Background: an optimization exercise with open tools, aiming at small area, a short achievable clock period and few clock cycles per item. Do not read the settings as production practice.
Function was not checked in any run shown here: the RTL went through the layout flow alone.
Power figures rest on the tool's default switching activity, not on a simulated workload.

## flow/design.v (module list and top-level ports; edited modules follow where they fit)
// module mac_dsp_pipe: 815 lines
module mac_dsp_pipe #(
  parameter int A_WIDTH     = 25,
  parameter int B_WIDTH     = 18,
  parameter int ACC_WIDTH   = 48,
  parameter int PIPE_STAGES = 1
) (
  input  logic                 clk_i,
  input  logic                 rst_i,
  input  logic                 valid_i,
  output logic                 ready_o,
  input  logic [A_WIDTH-1:0]   a_i,
  input  logic [B_WIDTH-1:0]   b_i,
  input  logic                 clr_i,
  input  logic                 last_i,
  output logic                 valid_o,
  input  logic                 ready_i,
  output logic [ACC_WIDTH-1:0] acc_o,
  output logic                 ovf_o
);
  // ...
==> flow/flow/run.sh <==
#!/bin/bash
# Standard layout, with netlist steps between synthesis and floorplan: fanout.py takes out the
# synthesis buffers (the flow removes them anyway); fixinv.py removes the inverters that Yosys
# leaves between full-adder cells (a full adder is self-dual, so a cell can compute on complemented
# signals instead; single-output gates can be swapped for their complement); fanout.py then gives
# register outputs with many loads a driver (two inverters). The new netlist is used only if ABC's cec proves it
# equivalent to the standard synthesis (registers paired by name); else the standard one is kept.
set -uo pipefail
export PATH="$FLOW_HOME/../tools/install/yosys/bin:$FLOW_HOME/../tools/install/OpenROAD/bin:$PATH"
R=orfs/results/${FLOW_PLATFORM}/mac_dsp_pipe/base
# port buffers: a plain buffer instead of the delay cell buffer_ports picks by itself
export BUFFER_PORTS_ARGS="-buffer_cell sky130_fd_sc_hd__buf_1"
bash standard.sh synth > synth.log 2>&1 || { echo "synthesis failed"; exit 1; }
cp "$R/1_2_yosys.v" standard_synth.v
if python3 flow/fanout.py standard_synth.v nobuf_synth.v 0 > fanout0.log 2>&1 \
   && python3 flow/fixinv.py nobuf_synth.v inv_synth.v > fixinv.log 2>&1 \
   && python3 flow/fanout.py inv_synth.v fixed_synth.v ${FANOUT_MAX:-12} > fanout.log 2>&1 \
   && bash flow/cec.sh standard_synth.v fixed_synth.v > cec.log 2>&1 \
   && grep -q "Networks are equivalent" cec.log; then
  echo "using the netlist with full-adder polarities fixed"
  cp fixed_synth.v "$R/1_2_yosys.v"
  touch "$R/1_2_yosys.v"
else
  echo "keeping the standard netlist"
fi
bash standard.sh > layout.log 2>&1 || { echo "layout failed"; exit 1; }
test -f out/final.def
==> flow/flow/cec.sh <==
#!/bin/bash
# usage: cec.sh gold.v gate.v  -> combinational equivalence (registers matched by name) with ABC
set -e
t=$(mktemp -d -p .)
cat $1 $2 > $t/both.v
python3 $(dirname "$0")/lib2v.py ${LIB:-/OpenROAD-flow-scripts/flow/platforms/sky130hd/lib/sky130_fd_sc_hd__tt_025C_1v80.lib} $t/both.v > $t/cells.v
for x in gold gate; do
  f=$1; [ $x = gate ] && f=$2
  python3 $(dirname "$0")/cutff.py $f > $t/$x.v
  yosys -q -p "read_verilog $t/cells.v; read_verilog $t/$x.v; hierarchy -top mac_dsp_pipe; flatten; techmap; opt -purge; write_blif $t/$x.blif" >/dev/null
done
yosys-abc -c "cec -n $t/gold.blif $t/gate.blif"
rm -rf $t
==> flow/flow/cutff.py <==
#!/usr/bin/env python3
"""Turn every flip-flop of a flat sky130 netlist into ports (Q an input, D/DE outputs) named after
the flip-flop instance, so two netlists with the same registers can be compared combinationally."""
import re, sys
src = open(sys.argv[1]).read()
inst_re = re.compile(r'^  (sky130_fd_sc_hd__\w*dfxtp\w*) +(\S+) +\((.*?)\n  \);\n', re.S | re.M)
pin_re = re.compile(r'\.(\w+)\((.*?)\)(?:,|\s*$)', re.S)
newports, decl, assigns = [], [], []
def san(n): return re.sub(r'[^A-Za-z0-9_]', '_', n)
def esc(n): return n + ' ' if n.startswith('\\') else n
def repl(m):
    typ, name, body = m.groups()
    s = san(name)
    for p, n in pin_re.findall(body):
        n = n.strip()
        if p == 'CLK': continue
        if p == 'Q':
            newports.append(f"ffq_{s}"); decl.append(f"  input ffq_{s};\n"); assigns.append(f"  assign {esc(n)} = ffq_{s};\n")
        else:
            newports.append(f"ff{p.lower()}_{s}"); decl.append(f"  output ff{p.lower()}_{s};\n"); assigns.append(f"  assign ff{p.lower()}_{s} = {esc(n)};\n")
    return ''
src = inst_re.sub(repl, src)
src = re.sub(r'(module mac_dsp_pipe\()', r'\1' + ', '.join(newports) + ', ', src, count=1)
i = src.index(';', src.index('module mac_dsp_pipe(')) + 2
src = src[:i] + ''.join(decl) + src[i:]
src = src.replace('endmodule', ''.join(assigns) + 'endmodule')
print(src)
==> flow/flow/fanout.py <==
#!/usr/bin/env python3
"""Give high-fanout register outputs a driver. Buffers (which the layout flow removes anyway) are
taken out first; then every register output with more than MAX loads drives its loads through a
pair of inverters, so the register, whose cell the flow must keep, sees one small load.
usage: fanout.py in.v out.v MAX"""
import re, sys
from collections import defaultdict
src = open(sys.argv[1]).read()
MAX = int(sys.argv[3])
OUT_PINS = {'X', 'Y', 'Q', 'Q_N', 'SUM', 'COUT', 'HI', 'LO'}
inst_re = re.compile(r'^  (sky130_fd_sc_hd__\w+) +(\S+) +\((.*?)\n  \);\n', re.S | re.M)
pin_re = re.compile(r'\.(\w+)\((.*?)\)(?:,|\s*$)', re.S)
insts = []
for m in inst_re.finditer(src):
    insts.append([m.group(1), m.group(2), [(p, n.strip()) for p, n in pin_re.findall(m.group(3))], m.span()])
head = src[:insts[0][3][0]]
tail = src[insts[-1][3][1]:]
ports = set(m.group(3) for m in re.finditer(r'^\s*(input|output)\s+(\[[^\]]*\]\s*)?(\S+);', head, re.M))
def base_net(n): return n.split(' ')[0] if n.startswith('\\') else re.sub(r'\[\d+\]$', '', n)
def is_port(n): return base_net(n) in ports
def esc(n): return n + ' ' if n.startswith('\\') else n
# remove buffers whose output is not a port
alias = {}
keep = []
for c in insts:
    if re.search(r'__(clk)?buf_\d+$', c[0]):
        d = dict(c[2])
        if not is_port(d['X']):
            alias[d['X']] = d['A']
            continue
    keep.append(c)
def res(n):
    while n in alias: n = alias[n]
    return n
for c in keep:
    c[2] = [(p, n if p in OUT_PINS else res(n)) for p, n in c[2]]
loads = defaultdict(int)
for c in keep:
    for p, n in c[2]:
        if p not in OUT_PINS: loads[n] += 1
extra, wires = [], []
k = 0
for c in list(keep):
    if 'dfxtp' not in c[0]: continue
    q = dict(c[2]).get('Q')
    if MAX <= 0 or q is None or is_port(q) or loads[q] <= MAX: continue
    n1, n2 = f"_fixfo_a{k}_", f"_fixfo_b{k}_"
    wires.append(f"  wire {n1};\n  wire {n2};\n")
    for d in keep:
        if d is c: continue
        d[2] = [(p, n2 if (p not in OUT_PINS and n == q) else n) for p, n in d[2]]
    extra.append([ 'sky130_fd_sc_hd__inv_2', f"_fixfo_i{k}_", [('A', q), ('Y', n1)]])
    extra.append([ 'sky130_fd_sc_hd__inv_4', f"_fixfo_j{k}_", [('A', n1), ('Y', n2)]])
    k += 1
out = [head] + wires
for c in keep + extra:
    out.append(f"  {c[0]} {c[1]} (\n" + ",\n".join(f"    .{p}({esc(n)})" for p, n in c[2]) + "\n  );\n")
out.append(tail)
open(sys.argv[2], 'w').write("".join(out))
sys.stderr.write(f"fanout: {len(alias)} buffers removed, {k} register outputs given a driver\n")
==> flow/flow/fixinv.py <==
#!/usr/bin/env python3
"""Remove inverters around full adders in a Yosys netlist of sky130 cells.

A full adder is self-dual: FA(~a, ~b, ~c) = (~sum, ~carry). The script picks, for each fa cell,
whether it computes on complemented signals (a local search that minimises the number of
signals that then need an inverter), removes the netlist's inverters, and inserts one inverter
per signal whose complement some load needs. The function of the netlist is unchanged.
usage: fixinv.py in.v out.v
"""
import re, sys, random

src = open(sys.argv[1]).read()
OUT_PINS = {'X', 'Y', 'Q', 'Q_N', 'SUM', 'COUT', 'HI', 'LO'}
inst_re = re.compile(r'^  (sky130_fd_sc_hd__\w+) +(\S+) +\((.*?)\n  \);\n', re.S | re.M)
pin_re = re.compile(r'\.(\w+)\((.*?)\)(?:,|\s*$)', re.S)

insts = []
for m in inst_re.finditer(src):
    typ, name, body = m.group(1), m.group(2), m.group(3)
    pins = [(p, n.strip()) for p, n in pin_re.findall(body)]
    insts.append(dict(typ=typ, name=name, pins=pins, span=m.span()))
head = src[:insts[0]['span'][0]]
tail = src[insts[-1]['span'][1]:]
# the text between instances must be empty (only instances are rewritten)
for a, b in zip(insts, insts[1:]):
    assert src[a['span'][1]:b['span'][0]].strip() == '', 'unexpected text between cells'
ports = set()
for m in re.finditer(r'^\s*(input|output)\s+(\[[^\]]*\]\s*)?(\S+);', head, re.M):
    ports.add(m.group(3))
def base_net(n):
    n = n.strip()
    if n.startswith('\\'): return n.split(' ')[0]
    return re.sub(r'\[\d+\]$', '', n)
def is_port(n): return base_net(n) in ports

is_inv = lambda t: re.search(r'__(clk)?inv(lp)?_\d+$', t) is not None
is_fa = lambda t: re.search(r'__fa_\d+$', t) is not None

# single-output cells with a complementary cell of the same inputs: (cell, its output pin)
COMP = {}
for a, b in [('nand2_1', 'and2_1'), ('nor2_1', 'or2_1'), ('xor2_1', 'xnor2_1'), ('a21oi_1', 'a21o_1'),
             ('a22oi_1', 'a22o_1'), ('o21ai_1', 'o21a_1'), ('nand3_1', 'and3_1'), ('nor3_1', 'or3_1'),
             ('a211oi_1', 'a211o_1'), ('o211ai_1', 'o211a_1'), ('a31oi_1', 'a31o_1'), ('o22ai_1', 'o22a_1'),
             ('nand2b_1', 'and2b_1'), ('nor2b_1', 'or2b_1'), ('o21ai_0', 'o21a_1'), ('nand4_1', 'and4_1'), ('nor4_1', 'or4_1')]:
    COMP['sky130_fd_sc_hd__' + a] = 'sky130_fd_sc_hd__' + b
    COMP['sky130_fd_sc_hd__' + b] = 'sky130_fd_sc_hd__' + a
def outpin(t):
    return 'Y' if re.search(r'__(nand|nor|xnor|a\d+oi|o\d+ai|inv|clkinv)', t) else 'X'
driver = {}
for i, c in enumerate(insts):
    for p, n in c['pins']:
        if p in OUT_PINS:
            driver[n] = (i, p)
# removable inverters: input and output not ports
inv_ok = set()
for i, c in enumerate(insts):
    if is_inv(c['typ']):
        d = dict(c['pins'])
        if not is_port(d['Y']) and not is_port(d['A']):
            inv_ok.add(i)
def root(n):
    pol = 0
    seen = 0
    while n in driver and driver[n][0] in inv_ok:
        n = dict(insts[driver[n][0]]['pins'])['A']; pol ^= 1; seen += 1
        assert seen < 100
    return n, pol

# loads: (inst index, pin idx, root, pol)
loads = []
for i, c in enumerate(insts):
    if i in inv_ok: continue
    for k, (p, n) in enumerate(c['pins']):
        if p in OUT_PINS or not n or n.startswith("1'b"): continue
        r, pol = root(n)
        loads.append((i, k, r, pol))
# root -> loads
from collections import defaultdict
by_root = defaultdict(list)
for L in loads: by_root[L[2]].append(L)
fa_idx = [i for i, c in enumerate(insts) if is_fa(c['typ'])]
flip = defaultdict(int)
def drv_flip(r):
    d = driver.get(r)
    return flip[d[0]] if d and is_fa(insts[d[0]]['typ']) else 0
def comp_root(r):
    d = driver.get(r)
    return d is not None and insts[d[0]]['typ'] in COMP and not is_port(r)
def cost_root(r):
    if comp_root(r):
        needs = set(pol ^ flip[i] for (i, k, _, pol) in by_root[r])
        return 1 if len(needs) > 1 else 0
    ph = drv_flip(r)
    for (i, k, _, pol) in by_root[r]:
        if pol ^ flip[i] != ph: return 1
    return 0
# roots touched by each fa
touch = defaultdict(set)
for i in fa_idx:
    for p, n in insts[i]['pins']:
        if p in OUT_PINS: touch[i].add(n)
        elif n and not n.startswith("1'b"): touch[i].add(root(n)[0])
total = sum(cost_root(r) for r in by_root)
start_cost = total
best = None
for seed in range(1, 13):
    random.seed(seed)
    for i in fa_idx: flip[i] = 0 if seed % 2 else random.randint(0, 1)
    for it in range(80):
        improved = False
        order = fa_idx[:]; random.shuffle(order)
        for i in order:
            before = sum(cost_root(r) for r in touch[i])
            flip[i] ^= 1
            after = sum(cost_root(r) for r in touch[i])
            if after < before or (after == before and random.random() < 0.2 and it < 50):
                improved = improved or after < before
            else:
                flip[i] ^= 1
        if not improved and it >= 50: break
    tot = sum(cost_root(r) for r in by_root)
    if best is None or tot < best[0]:
        best = (tot, {i: flip[i] for i in fa_idx})
for i in fa_idx: flip[i] = best[1][i]
total = sum(cost_root(r) for r in by_root)
n_inv_before = len(inv_ok)

# rebuild
def esc(n): return n + ' ' if n.startswith('\\') else n
newpin = {}
neg_net = {}
swapped = 0
for r, Ls in by_root.items():
    if comp_root(r):
        needs = set(pol ^ flip[i] for (i, k, _, pol) in Ls)
        if needs == {1}:
            di = driver[r][0]
            c = insts[di]
            t2 = COMP[c['typ']]
            c['pins'] = [((outpin(t2) if p == outpin(c['typ']) else p), n) for p, n in c['pins']]
            c['typ'] = t2
            flip[('drv', r)] = 1
            swapped += 1
extra = []
wires = []
cnt = 0
for r, Ls in by_root.items():
    ph = drv_flip(r) ^ flip[('drv', r)]
    for (i, k, _, pol) in Ls:
        need = pol ^ flip[i]
        if need == ph:
            newpin[(i, k)] = r
        else:
            if r not in neg_net:
                nn = f"_fixinv_n{cnt}_"; cnt += 1
                neg_net[r] = nn
                wires.append(f"  wire {nn};\n")
                extra.append(f"  sky130_fd_sc_hd__inv_1 _fixinv_i{cnt}_ (\n    .A({esc(r)}),\n    .Y({nn})\n  );\n")
            newpin[(i, k)] = neg_net[r]
out = [head.replace('\nendmodule', '') if False else head]
out.extend(wires)
for i, c in enumerate(insts):
    if i in inv_ok: continue
    pins = []
    for k, (p, n) in enumerate(c['pins']):
        n2 = newpin.get((i, k), n)
        pins.append(f"    .{p}({esc(n2)})")
    out.append(f"  {c['typ']} {c['name']} (\n" + ",\n".join(pins) + "\n  );\n")
out.extend(extra)
out.append(tail)
open(sys.argv[2], 'w').write("".join(out))
sys.stderr.write(f"fixinv: {len(fa_idx)} full adders, {sum(flip[i] for i in fa_idx)} flipped; "
                 f"{swapped} cells complemented; inverters {n_inv_before} -> {len(extra)}\n")
==> flow/flow/lib2v.py <==
#!/usr/bin/env python3
"""Write Verilog models of the sky130hd cells a netlist uses, from the liberty functions."""
import re, sys
lib = open(sys.argv[1]).read()
used = set(re.findall(r'(sky130_fd_sc_hd__\w+)\s+\S+\s*\(', open(sys.argv[2]).read()))
out = []
seen = set()
for m in re.finditer(r'\n\s*cell\s*\(\s*"?(sky130_fd_sc_hd__\w+)"?\s*\)\s*\{', lib):
    name = m.group(1)
    if name not in used or name in seen: continue
    seen.add(name)
    # cell body: up to next top-level cell
    start = m.end()
    nxt = lib.find('\n    cell (', start)
    body = lib[start:nxt if nxt > 0 else len(lib)]
    pins = re.findall(r'\n\s*pin\s*\(\s*"?(\w+)"?\s*\)\s*\{(.*?)(?=\n\s*pin\s*\(|\Z)', body, re.S)
    ins, outs = [], []
    for pn, pb in pins:
        d = re.search(r'direction\s*:\s*"?(\w+)"?', pb).group(1)
        f = re.search(r'\bfunction\s*:\s*"([^"]*)"', pb)
        if d == 'input': ins.append(pn)
        elif d == 'output': outs.append((pn, f.group(1) if f else None))
    if 'edfxtp' in name:
        out.append(f"module {name}(input CLK, input D, input DE, output reg Q); always @(posedge CLK) if (DE) Q <= D; endmodule")
        continue
    if 'dfxtp' in name:
        out.append(f"module {name}(input CLK, input D, output reg Q); always @(posedge CLK) Q <= D; endmodule")
        continue
    if 'XX' in name:
        out.append(f"module {name}(input CLK, input D, input DE, output reg Q); always @(posedge CLK) if (DE) Q <= D; endmodule")
        continue
    ports = ", ".join([f"input {p}" for p in ins] + [f"output {p}" for p, _ in outs])
    lines = [f"module {name}({ports});"]
    for p, f in outs:
        if f is None:
            lines.append(f"  assign {p} = 1'b0; // no function")
            continue
        e = f.replace('!', '~').replace('+', '|')
        e = re.sub(r"(\w+)'", r"(~\1)", e)
        e = re.sub(r'(\w|\))\s+(\w|\(|~)', r'\1 & \2', e)
        lines.append(f"  assign {p} = {e};")
    lines.append("endmodule")
    out.append("\n".join(lines))
print("\n".join(out))
==> flow/standard.sh <==
#!/bin/bash
# synth_recipe.tcl (not shown) runs the flow's synth.tcl, then flattens the netlist and writes it again
# the make line also repeats each setting of config.mk as NAME=value (left out here)
make -C /OpenROAD-flow-scripts/flow DESIGN_CONFIG=/design/flow/config.mk WORK_HOME=/design/flow/orfs CLKGATE_MAP_FILE= SYNTH_SCRIPT=/design/flow/synth_recipe.tcl "${@:-finish}"
==> flow/config.mk <==
export PLATFORM = sky130hd
export DESIGN_NAME = mac_dsp_pipe
export DESIGN_NICKNAME = mac_dsp_pipe
export VERILOG_FILES = /design/flow/design.v
export SDC_FILE = /design/flow/constraint.sdc
export NUM_CORES = 4
export LEC_CHECK = 0
export CAP_MARGIN = 20
export CORE_MARGIN = 2
export CORE_UTILIZATION = 60
export PLACE_DENSITY = 0.75
export SETUP_SLACK_MARGIN = 3.2
export SLEW_MARGIN = 20
==> flow/constraint.sdc <==
create_clock -name core_clock -period 7.0 [get_ports {clk_i}]
set_input_delay 1.4000 -clock core_clock [delete_from_list [all_inputs] [get_ports {clk_i}]]
set_output_delay 1.4000 -clock core_clock [all_outputs]
set_load 0.01 [all_outputs]
==> key figures, run 1 <==
Outcome
  • Status: complete, no violations

Final layout
  • Final Util: 66.4%
  • Antenna diodes: 0
  • Nonclk inv count: around 150

Clock tree
  • H-Tree Depth: 4
  • CTS tree: done
  • Post_cts resized: 10

Detailed routing
  • Met3 WL: 4130 µm
  • Final wirelength: slightly above 40000 µm
  • DR iter-0 viols: approximately 1200
  • Final ANT Viol Nets: 0

Placement
  • HPWL after DPL: around 27000 µm
  • GPL Wtd Cong: between 0.9 and 1
  • Dpl cell area: about 18000 µm²

Global routing
  • Initial antenna violation count: 0
  • Global route total overflow: 0
  • Number of global-route vias before repair: approximately 12000
  • Met2 usage: between 40% and 50%
  • Gr usage total: between 20 and 30%

Setup path
  • Cells on worst reg2reg path: 16
  • CP arrival: ~4600 ps
  • Crit path buf inv count: 2
  • Crit-path cells: inv_2 -> inv_12 -> and2b_1 -> fa_1 -> ha_4 -> o21ai_0 -> a21oi_1 -> o31ai_4 -> o21ai_4 -> a22oi_2 -> o2111a_2 -> nor2_2 -> nor2b_1 -> fa_2 -> or4b_4 -> o221a_1

Power and ir drop
  • Part of the power in the clock network: between 10% and 20%
  • Power Total: 8.81 mW

Timing
  • Pins Over Slew Limit: 0
  • Fin Setup TNS: 0 ps
  • Worst Slack Setup Final: 2650 ps
  • Skew final: roughly 13 ps

Floorplan
  • Die Y: between 150 and 200 µm
  • Placeable Area: 28500 µm²
  • Row cnt: 62

Synth
  • Gate count after technology mapping: around 1400
  • Synth warn: 1
  • Syn Area/Cell: roughly 13 µm²
==> run 2: changes to the inputs <==
--- a/flow/design.v
+++ b/flow/design.v
@@ -40,17 +40,17 @@
   logic [24:0] pp7;
   logic one8, two8, neg8, ppn8, e_one8, e_two8, e_neg8;
   logic [24:0] pp8;
   logic fs0, fc0, fs1, fc1, fs2, fc2, fs3, fc3, fs4, fc4, fs5, fc5, fs6, fc6, fs7, fc7, fs8, fc8, fs9, fc9, fs10, fc10, fs11, fc11, fs12, fc12, fs13, fc13, fs14, fc14, fs15, fc15, fs16, fc16, fs17, fc17, fs18, fc18, fs19, fc19, fs20, fc20, fs21, fc21, fs22, fc22, fs23, fc23, fs24, fc24, fs25, fc25, fs26, fc26, fs27, fc27, fs28, fc28, fs29, fc29, fs30, fc30, fs31, fc31, fs32, fc32, fs33, fc33, fs34, fc34, fs35, fc35, fs36, fc36, fs37, fc37, fs38, fc38, fs39, fc39, fs40, fc40, fs41, fc41, fs42, fc42, fs43, fc43, fs44, fc44, fs45, fc45, fs46, fc46, fs47, fc47, fs48, fc48, fs49, fc49, fs50, fc50, fs51, fc51, fs52, fc52, fs53, fc53, fs54, fc54, fs55, fc55, fs56, fc56, fs57, fc57, fs58, fc58, fs59, fc59, fs60, fc60, fs61, fc61, fs62, fc62, fs63, fc63, fs64, fc64, fs65, fc65, fs66, fc66, fs67, fc67, fs68, fc68, fs69, fc69, fs70, fc70, fs71, fc71, fs72, fc72, fs73, fc73, fs74, fc74, fs75, fc75, fs76, fc76, fs77, fc77, fs78, fc78, fs79, fc79, fs80, fc80, fs81, fc81, fs82, fc82, fs83, fc83, fs84, fc84, fs85, fc85, fs86, fc86, fs87, fc87, fs88, fc88, fs89, fc89, fs90, fc90, fs91, fc91, fs92, fc92, fs93, fc93, fs94, fc94, fs95, fc95, fs96, fc96, fs97, fc97, fs98, fc98, fs99, fc99, fs100, fc100, fs101, fc101, fs102, fc102, fs103, fc103, fs104, fc104, fs105, fc105, fs106, fc106, fs107, fc107, fs108, fc108, fs109, fc109, fs110, fc110, fs111, fc111, fs112, fc112, fs113, fc113, fs114, fc114, fs115, fc115, fs116, fc116, fs117, fc117, fs118, fc118, fs119, fc119, fs120, fc120, fs121, fc121, fs122, fc122, fs123, fc123, fs124, fc124, fs125, fc125, fs126, fc126, fs127, fc127, fs128, fc128, fs129, fc129, fs130, fc130, fs131, fc131, fs132, fc132, fs133, fc133, fs134, fc134, fs135, fc135, fs136, fc136, fs137, fc137, fs138, fc138, fs139, fc139, fs140, fc140, fs141, fc141, fs142, fc142, fs143, fc143, fs144, fc144, fs145, fc145, fs146, fc146, fs147, fc147, fs148, fc148, fs149, fc149, fs150, fc150, fs151, fc151, fs152, fc152, fs153, fc153, fs154, fc154, fs155, fc155, fs156, fc156, fs157, fc157, fs158, fc158, fs159, fc159, fs160, fc160, fs161, fc161, fs162, fc162, fs163, fc163, fs164, fc164, fs165, fc165, fs166, fc166, fs167, fc167, fs168, fc168, fs169, fc169, fs170, fc170, fs171, fc171, fs172, fc172, fs173, fc173, fs174, fc174, fs175, fc175, fs176, fc176, fs177, fc177, fs178, fc178, fs179, fc179, fs180, fc180, fs181, fc181, fs182, fc182, fs183, fc183, fs184, fc184, fs185, fc185, fs186, fc186, fs187, fc187, fs188, fc188, fs189, fc189, fs190, fc190, fs191, fc191, fs192, fc192, fs193, fc193, fs194, fc194, fs195, fc195, fs196, fc196, fs197, fc197, fs198, fc198, fs199, fc199;
   logic [24:0] r_a;
   logic r_v, r_clr, r_last;
   logic [8:0] r_one, r_two, r_neg;
   logic [48:0] c_x, c_y, s3, c3;
-  logic c_v, c_last, c_start, c_start_nx;
+  logic c_v, c_clr, c_last;
   logic [48:0] g_f, p_f;
   assign ce      = !valid_o || ready_i;
   assign ready_o = ce;
   assign take    = valid_i && ce;
   assign bm      = {b_i, 1'b0};
   assign e_neg0 = bm[2];
   assign e_one0 = (bm[1] ^ bm[0]);
   assign e_two0 = ((bm[2] & !bm[1] & !bm[0]) | (!bm[2] & bm[1] & bm[0]));
@@ -545,28 +545,27 @@
   assign fs199 = 1'b1 ^ pp8[24];
   assign fc199 = 1'b1 & pp8[24];
   assign rx = {1'b1, 1'b0, 1'b1, 1'b1, 1'b1, 1'b1, 1'b1, fc199, fc198, fc197, fc196, fc195, fc194, fc193, fc192, fc191, fc190, fc189, fc188, fc187, fc186, fc185, fc184, fc183, fc182, fc181, fc180, fc179, fc178, fc177, fc176, fc175, fc174, fc173, fc172, fc171, fc170, fc169, fc168, fc167, fc166, fc165, fc164, fc163, fc162, fc161, fs161, pp0[1], neg0};
   assign ry = {1'b0, 1'b0, 1'b0, 1'b0, 1'b0, 1'b0, 1'b0, ppn8, fs199, fs198, fs197, fs196, fs195, fs194, fs193, fs192, fs191, fs190, fs189, fs188, fs187, fs186, fs185, fs184, fs183, fs182, fs181, fs180, fs179, fs178, fs177, fs176, fs175, fs174, fs173, fs172, fs171, fs170, fs169, fs168, fs167, fs166, fs165, fs164, fs163, fs162, pp1[0], 1'b0, pp0[0]};
   always_ff @(posedge clk_i) begin
     if (rst_i) c_v <= 1'b0;
     else if (ce) c_v <= r_v;
   end
-  assign c_start_nx = r_clr || (c_v ? c_last : new_frame);
   always_ff @(posedge clk_i) begin
     if (ce) begin
-      c_start <= c_start_nx;
+      c_clr  <= r_clr;
       c_last <= r_last;
       c_x    <= rx;
       c_y    <= ry;
     end
   end
-  assign start = c_start;
+  assign start = c_clr || new_frame;
   assign clear = c_v && start;
-  assign base = start ? 48'd0 : acc;
+  assign base = clear ? 48'd0 : acc;
   assign basen47 = !base[47];
   assign s3 = {1'b0, basen47, base[46:0]} ^ c_x ^ c_y;
   assign c3 = {(({1'b0, basen47, base[46:0]} & c_x) | ({1'b0, basen47, base[46:0]} & c_y) | (c_x & c_y)), 1'b0};
   assign g_f = s3 & c3;
   assign p_f = s3 ^ c3;
   wire gg_f0 = g_f[1] | (p_f[1] & g_f[0]);
   wire pg_f0 = p_f[1] & p_f[0];
   wire gg_f1 = g_f[3] | (p_f[3] & g_f[2]);
==> flow/run.sh (new file) <==
#!/bin/bash
# synth_recipe.tcl (not shown) runs the flow's synth.tcl, then flattens the netlist and writes it again
# the make line also repeats each setting of config.mk as NAME=value (left out here)
make -C /OpenROAD-flow-scripts/flow DESIGN_CONFIG=/design/flow/config.mk WORK_HOME=/design/flow/orfs CLKGATE_MAP_FILE= SYNTH_SCRIPT=/design/flow/synth_recipe.tcl finish
==> flow/config.mk (replaced) <==
export PLATFORM = sky130hd
export DESIGN_NAME = mac_dsp_pipe
export DESIGN_NICKNAME = mac_dsp_pipe
export VERILOG_FILES = /design/flow/design.v
export SDC_FILE = /design/flow/constraint.sdc
export NUM_CORES = 4
export LEC_CHECK = 0
export ABC_AREA = 1
export CAP_MARGIN = 20
export CORE_MARGIN = 2
export CORE_UTILIZATION = 40
export PLACE_DENSITY = 0.6
export SLEW_MARGIN = 20
removed: flow/flow/run.sh
removed: flow/flow/cec.sh
removed: flow/flow/cutff.py
removed: flow/flow/fanout.py
removed: flow/flow/fixinv.py
removed: flow/flow/lib2v.py
removed: flow/standard.sh
==> run 2 against run 1 <==
- still clean on timing, DRC and antenna
- critical path depth increased by 9
- clock-buffer cell count unchanged
- sequential cell count unchanged
- design area grew 5.7%
- sequential share of layout area shrank 1.6 points
- cell count is 27% higher
- synthesized cell count is 28% higher
- core utilization decreased by 21 points
- via count is 6.9% higher
- clock skew shrank 0.71 ps
- critical endpoint unchanged
- largest power group unchanged
- highest routed layer unchanged
==> key figures, run 2 <==
Synth
  • Synth top cells by count: 387 x inv_1, 242 x xor2_1, 229 x fa_1, 216 x o22ai_1, 188 x edfxtp_1
  • Synth cell types: 34
  • Asr flop ratio synth: 0%
  • Synth warn: 1 (unchanged)
  • Synth top area share: 31.3%
  • Syn_nets: approximately 2100
  • Flops & latches, synth: 192
  • Mapped Area: approximately 18000 µm²
  • Gate count after technology mapping: 1725 (+28%)
  • Area contributors post-synth: edfxtp_1 31%, fa_1 25%, xor2_1 12%, inv_1 8.1%, o22ai_1 7.5%
  • Count leader, synth: inv_1
  • Synth Flop Type: edfxtp_1
  • EDFF count, synth: ~190
  • Yosys top cell by area: edfxtp_1
  • Syn Area/Cell: 10.4 µm² (-18%)
  • Seq/Total Area, Yosys: approximately a third

Setup path
  • CP required: slightly above 7000 ps
  • Worst Path Max Fanout: 37
  • CP arrival: 4870 ps (+310 ps)
  • Kind of critical path: reg2reg
  • Worst setup SP type: register
  • Critical path capture point type: register

Run
  • Max-cap violations: 0

Final layout
  • Antenna diodes: 0 (unchanged)
  • Most flops, register: acc
  • Area of the multi-input gates: ~10000 µm²
  • P&R area growth vs syn: 11.2%
  • Final #Nets: around 2100
  • Number of fill cells in the layout: 4214
  • Max FFs per register: 48
  • Fin cells: between 2000 and 2500
  • Register area: approximately 5700 µm²
  • Ratio of cells with drive above 1 in the final layout: ~4.8%
  • Commonest non-fill, non-tap cells in the layout: 386 x inv_1, 242 x xor2_1, 229 x fa_1
  • Largest regs: acc: 48 flops, c_x: 42 flops, c_y: 41 flops
  • Final Util: 45.2% (-21 points)
  • Most common cell after layout, fill and taps aside: inv_1

Clock tree
  • Worst-path clk slew: about 80 ps
  • CTS Root Cell: clkbuf_16
  • CTS Buffer Depth: 2
  • Num CTS Buffers: 17
  • CTS tree: done
  • Clk Latency, worst-skew pair: between 400 and 500 ps
  • Post_cts resized: 0 (-10)
  • Setup Buffers After CTS: 0
  • CTS Hold Bufs: 0
  • Clock sinks: ~190
  • H-Tree Depth: 4 (unchanged)

Global routing
  • Pin count of the biggest net entering global routing: a little under 80
  • Number of global-route vias before repair: 13200 (+7.0%)
  • Gr usage total: 19.9% (-8.4 points)
  • Global route total overflow: 0 (unchanged)
  • Initial antenna violation count: 0 (unchanged)
  • First-pass GRT wire length: 71700 µm

Timing
  • Hold WS: about 420 ps
  • Tmin final: 4640 ps
  • Skew final: 12.0 ps (-0.715 ps)
  • Worst Tran Pin Value: about 1100 ps
  • Peak Freq: approximately 220 MHz
  • Max_slew headroom: ~30%
  • Fin Setup TNS: 0 ps (unchanged)
  • Pins Over Slew Limit: 0 (unchanged)
  • Final hold violations: 0
  • Unrepaired setup endpoints after global routing: false
  • Final setup vio count: 0
  • Final period util: roughly 66%

Detailed routing
  • Detail-routed via count per cell: between 5 and 6
  • Wirelength per Cell: between 15 and 20 µm
  • Via count: between 10000 and 15000
  • Final wirelength: 44600 µm (+7.9%)
  • M1 wire length: about 19000 µm
  • Final ANT Viol Nets: 0 (unchanged)
  • # DRC: 0
  • DR iter-0 viols: 896 (-25%)
  • Initial DRT Pass Iterations: 8
  • Highest routed metal layer: met4
  • Met2 WL: roughly 21000 µm
  • Met3 WL: 3120 µm (-25%)

Power and ir drop
  • Part of the power in the clock network: 8.9% (-2.2 points)
  • Internal power: ~5.7 mW
  • Max VDD drop: around 240 µV
  • Reg power frac: between 20% and 30%
  • Sw frac: 44.9%
  • Net Switching: 4.62 mW
  • Power density over the cells: a little over 500 nW/µm²
  • Leakage: 9.10 nW
  • Combinational share of power: around 67%
  • Power Total: 10.3 mW (+17%)

Floorplan
  • Row cnt: 77 (+24%)
  • Die Y: 216 µm (+24%)
  • Die Wd: roughly 220 µm
  • Initial Util: between 40% and 50%
  • Placeable Area: 44300 µm² (+55%)
  • Io pins: 100
  • Die Area: about 47000 µm²

Outcome
  • Status: complete, no violations

Placement
  • Placed insts: roughly 2300
  • GPL Wtd Cong: 0.886 (-3.1%)
  • HPWL after DPL: 31900 µm (+17%)
  • # port buffers: ~100

Worst hold path
  • HP Class: reg2reg
[run 2: power by group through the flow]
stage               sequential [mW]  clock [mW]  combinational, mW
floorplan                      2.49           0               4.99
global placement               2.50           0               6.72
detailed placement             2.50           0               6.99
CTS                            2.48       0.955               7.02
global route                   2.51       0.991               8.07
finish                         2.46       0.917               6.90
[run 2: final timing paths]
path              startpoint     to  slack (ps)  cells past startpoint
hold / removal         r_clr  c_clr         420                      0
setup reg to reg       c_clr    ovf        2360                     25
setup / recovery       c_clr    ovf        2360                     25
hold reg to reg        r_clr  c_clr         420                      0
[run 2: per-stage QoR]
stage          area, µm²  setup WS (ps)
2_1_floorplan      18000           1350
4_1_cts            20000           2310
5_1_grt            20000           2000
3_3_place_gp       19500           2390
6_report           20000           2360
3_5_place_dp       19500           2310
[run 2: routing by layer]
| metal | global-route usage, % | vias up |
|---|---|---|
| met5 | 0 | - |
| met4 | 6.53 | 0 |
| met3 | 4.69 | 74 |
| met2 | 32.8 | 494 |
| met1 | 25.9 | 6196 |
| li1 | - | 5581 |
[run 2: cell type report]
cell class / instances / share of cell area, %
Clock buffer: 17 / 2.12
Inverter: 422 / 7.93
Tap cell: 592 / 3.70
Multi-Input combinational cell: 1024 / 51.7
Clock inverter: 15 / 0.556
Sequential cell: 192 / 28.6
Timing Repair Buffer: 111 / 5.40
[run 2: critical path, stage by stage (launching register included)]
cell and delay [ps]:
edfxtp_1 370, inv_1 80, a21oi_1 60, buf_4 190
inv_2 550, nand2_1 150, fa_1 520, inv_1 40
ha_1 330, nand2_1 100, nor2_1 110, nand2_1 70
nand2_2 90, nand2_1 70, nand2_2 200, nand2_2 100
nand2_4 110, nand2_2 70, nand2_4 80, nand2_2 50
nand2_2 70, a21oi_2 60, fa_1 430, xnor2_1 240
nand3b_1 140, nand3_1 70
[run 2: cell families after synthesis]
family / Yosys count / synth area share (%)
buffers and inverters: 509 / 10.7
adders and majority gates: 307 / 30.9
AOI/OAI and AO/OA: 260 / 9.08
xor gates and xnor gates: 257 / 12.5
and+or+nand+nor: 192 / 4.52
DFF: 192 / 31.8
muxes: 8 / 0.500

[port drivers added, routing unchanged]
In the flow no input, the clock included, has a driving cell. The finished layouts below were timed again as built, in two steps.
Step 1 sets driving cells, clkbuf_16 on the clock port and buf_2 on the other inputs (assumed; they add their load-dependent delay and slew).
Step 2 also shifts input and output timing later by t, the mid clock arrival at the registers, as if the neighbouring blocks saw the same clock.
Slacks: no drivers / after step 1 / after step 2; pairs: no drivers / after step 1.
| run | shift t [ns] | setup WS [ns] | worst setup path after step 2 |
|---|---|---|---|
| run 1 | 0.497 | 2.654 / 2.654 / 2.654 | register to register |
| run 2 | 0.518 | 2.358 / 2.358 / 2.358 | register to register |
After both steps every run listed still meets setup and hold.
